Context: an optimization exercise on an open-source flow, tuned for small area, a short achievable clock period and few clock cycles per item. The choices shown serve that exercise and are no tape-out recipe. Only simulation tests tie the RTL to the original design; equivalence was not proved.

// rs_bm_decoder
module rs_bm_decoder (
    input  wire         i_clock,
    input  wire         i_arst_n,
    input  wire         i_start,
    input  wire  [47:0] i_synd,
    output logic [35:0] o_locator,
    output logic        o_ready
);
For scale: roughly 1300 cells after synthesis, about 88 I/O pins, roughly 0.011 mm² of cells after synthesis.
clock: 19.0 ns
lec_check: 0
cap_margin: 20
core_margin: 2
core_utilization: 40
slew_margin: 20
standard.sh (not shown) runs the stock make flow with config.mk's settings and CLKGATE_MAP_FILE= SYNTH_SCRIPT=/design/flow/synth_recipe.tcl, a recipe that flattens the netlist after the stock synthesis.
==> flow/flow/run.sh <==
#!/bin/bash
# The standard layout (standard.sh), with one change: synthesis maps the logic
# with flow/abc.script in place of ORFS's abc_speed.script. Everything else in
# synthesis (register mapping, flattening, renaming) is synth_recipe.tcl as is.
set -euo pipefail
work=$(cd "$(dirname "$0")/.." && pwd)
cat > "$work/own_synth.tcl" <<TCL
# Yosys's abc with this flow's script; every other argument as ORFS gives it
proc abc {args} {
  set i [lsearch -exact \$args -script]
  if { \$i >= 0 } { lset args [expr { \$i + 1 }] {$work/flow/abc.script} }
  yosys abc {*}\$args
}
source {$work/synth_recipe.tcl}
TCL
bash "$work/standard.sh" SYNTH_SCRIPT="$work/own_synth.tcl" finish > "$work/flow_make.log" 2>&1
==> flow/flow/abc.script <==
strash
&get -n
&st
&dch
&nf -R 1000
&put
topo
stime -c
upsize -c
dnsize -c
Testbench counts at the start, summed over its fixed seeds: cycles 9,223, decodes 1,600.
Rerun with:
==> flow/flow/run.sh (replaced) <==
#!/bin/bash
# The standard layout (standard.sh, ORFS at the design's clock and constraints)
# with these changes:
#  - synthesis maps the logic with flow/abc.script in place of ORFS's
#    abc_speed.script; everything else in synthesis (register mapping,
#    flattening, renaming) is synth_recipe.tcl as is, so the registers are the
#    standard synthesis's;
#  - after synthesis, flow/upsize_regs.tcl gives the registers with many
#    loads the next drive strength of their own flip-flop type;
#  - the port buffers that global placement inserts are sky130_fd_sc_hd__buf_1
#    rather than the cell buffer_ports picks by itself (a delay cell);
#  - ORFS's repair_timing steps aim for 13.2 ns of setup slack
#    (SETUP_SLACK_MARGIN), so they also speed up the paths the 19 ns clock
#    leaves slack on.
# Each tool's output goes to a log file in the work folder (flow_make_synth.log,
# upsize_regs.log, flow_make.log; ORFS's own logs under orfs/logs/).
set -euo pipefail
work=$(cd "$(dirname "$0")/.." && pwd)
cat > "$work/own_synth.tcl" <<TCL
# Yosys's abc with this flow's script; every other argument as ORFS gives it
proc abc {args} {
  set i [lsearch -exact \$args -script]
  if { \$i >= 0 } { lset args [expr { \$i + 1 }] {$work/flow/abc.script} }
  yosys abc {*}\$args
}
source {$work/synth_recipe.tcl}
TCL
args=(SYNTH_SCRIPT="$work/own_synth.tcl" SETUP_SLACK_MARGIN=13.2 "BUFFER_PORTS_ARGS=-buffer_cell sky130_fd_sc_hd__buf_1")
bash "$work/standard.sh" "${args[@]}" synth > "$work/flow_make_synth.log" 2>&1
SYNTH_ODB="$work/orfs/results/$FLOW_PLATFORM/rs_bm_decoder/base/1_synth.odb" \
LIB_FILE="$FLOW_HOME/platforms/$FLOW_PLATFORM/lib/sky130_fd_sc_hd__tt_025C_1v80.lib" \
  openroad -no_splash -exit "$work/flow/upsize_regs.tcl" > "$work/upsize_regs.log" 2>&1
bash "$work/standard.sh" "${args[@]}" finish > "$work/flow_make.log" 2>&1
==> flow/flow/upsize_regs.tcl (new file) <==
# Give the registers that drive many loads a stronger flip-flop of the same
# kind (drive strength only): C, the multiplier taps Q1..Q3 of the syndromes,
# XB1 and the busy flag.
read_db $::env(SYNTH_ODB)
read_liberty $::env(LIB_FILE)
set n 0
foreach inst [get_cells *] {
  set name [get_property $inst name]
  set m [get_property $inst ref_name]
  if { $m eq "sky130_fd_sc_hd__dfxtp_1" && [regexp {^(c_q|q_q\[[123]\]|xb1_q)} $name] } {
    replace_cell $inst sky130_fd_sc_hd__dfxtp_2
    incr n
  } elseif { $m eq "sky130_fd_sc_hd__dfrtp_1" && [regexp {^busy_q} $name] } {
    replace_cell $inst sky130_fd_sc_hd__dfrtp_2
    incr n
  }
}
puts "upsized $n registers"
write_db $::env(SYNTH_ODB)
What happened: The new run completed without violations. Design area stays flat. Die area increases by 0.58%. Non-clock buffer count increases by 11. Count of clock-buffer cells in the layout does not change. Worst hold slack gains 20 ps. Register-to-register slack gains 740 ps. Worst setup slack gains 850 ps. Via count hardly moves.
Rerun with:
==> flow/flow/run.sh (replaced) <==
#!/bin/bash
# The standard layout (standard.sh) with two changes:
#  - synthesis maps the logic with flow/abc.script in place of ORFS's
#    abc_speed.script; everything else in synthesis (register mapping,
#    flattening, renaming) is synth_recipe.tcl as is;
#  - the port buffers that global placement inserts are sky130_fd_sc_hd__buf_1
#    rather than the cell buffer_ports picks by itself (a delay cell);
#  - after synthesis, flow/upsize_regs.tcl gives the registers with many
#    loads the next drive strength of their own flip-flop type.
set -euo pipefail
work=$(cd "$(dirname "$0")/.." && pwd)
cat > "$work/own_synth.tcl" <<TCL
# Yosys's abc with this flow's script; every other argument as ORFS gives it
proc abc {args} {
  set i [lsearch -exact \$args -script]
  if { \$i >= 0 } { lset args [expr { \$i + 1 }] {$work/flow/abc.script} }
  yosys abc {*}\$args
}
source {$work/synth_recipe.tcl}
TCL
args=(SYNTH_SCRIPT="$work/own_synth.tcl" "BUFFER_PORTS_ARGS=-buffer_cell sky130_fd_sc_hd__buf_1")
bash "$work/standard.sh" "${args[@]}" synth > "$work/flow_make_synth.log" 2>&1
SYNTH_ODB="$work/orfs/results/$FLOW_PLATFORM/rs_bm_decoder/base/1_synth.odb" \
LIB_FILE="$FLOW_HOME/platforms/$FLOW_PLATFORM/lib/sky130_fd_sc_hd__tt_025C_1v80.lib" \
  openroad -no_splash -exit "$work/flow/upsize_regs.tcl" > "$work/upsize_regs.log" 2>&1
bash "$work/standard.sh" "${args[@]}" finish > "$work/flow_make.log" 2>&1
==> flow/flow/abc.script (replaced) <==
strash
&get -n
&st
&dch
&nf -R 1000
&put
topo
stime -c
buffer -c
upsize -c
dnsize -c
What happened: Sequential cell count stays the same. Critical path depth came out higher by 1. Die area came out higher by a few percent. Non-clock buffer count came out lower by 10. Synthesized area came out higher by a few percent. Clock skew barely changes. Core utilization came out lower by 2.4 points. Worst setup slack degrades by 330 ps.

[port drivers added, routing unchanged]
The flow's constraints put no driver on any port. The routed layouts listed below were extracted and timed again, unchanged, in two steps.
Step 1 (the two cells are an assumption about what drives the block):
set clk [get_ports {i_clock}]
set_driving_cell -lib_cell sky130_fd_sc_hd__clkbuf_16 $clk
set_driving_cell -lib_cell sky130_fd_sc_hd__buf_2 [delete_from_list [all_inputs] $clk]
Step 2 adds t to the input delays and takes it off the output delays; t is the mean of the earliest and latest rising clock arrival at the registers after step 1. Input paths then give back, and output paths get back, about the clock's delay inside the block.
a / b / c = ideal ports / drivers / drivers and shift; a / b = the first two.
run	shift t [ns]	setup WS [ns]	hold WS [ns]	worst setup path at the end	cell pins on the clock port's net
the first run	0.411	12.493 / 12.498 / 12.086	0.437 / 0.437 / 0.437	input to register	1
the second run	0.406	13.347 / 13.371 / 12.965	0.457 / 0.457 / 0.457	input to register	1
the third run	0.409	13.017 / 13.041 / 12.632	0.436 / 0.436 / 0.436	input to register	1
After both steps every run listed still meets setup and hold. The setup slack of the first run, which loses most, moves by +0.005 ns with the drivers and by -0.407 ns with both steps.
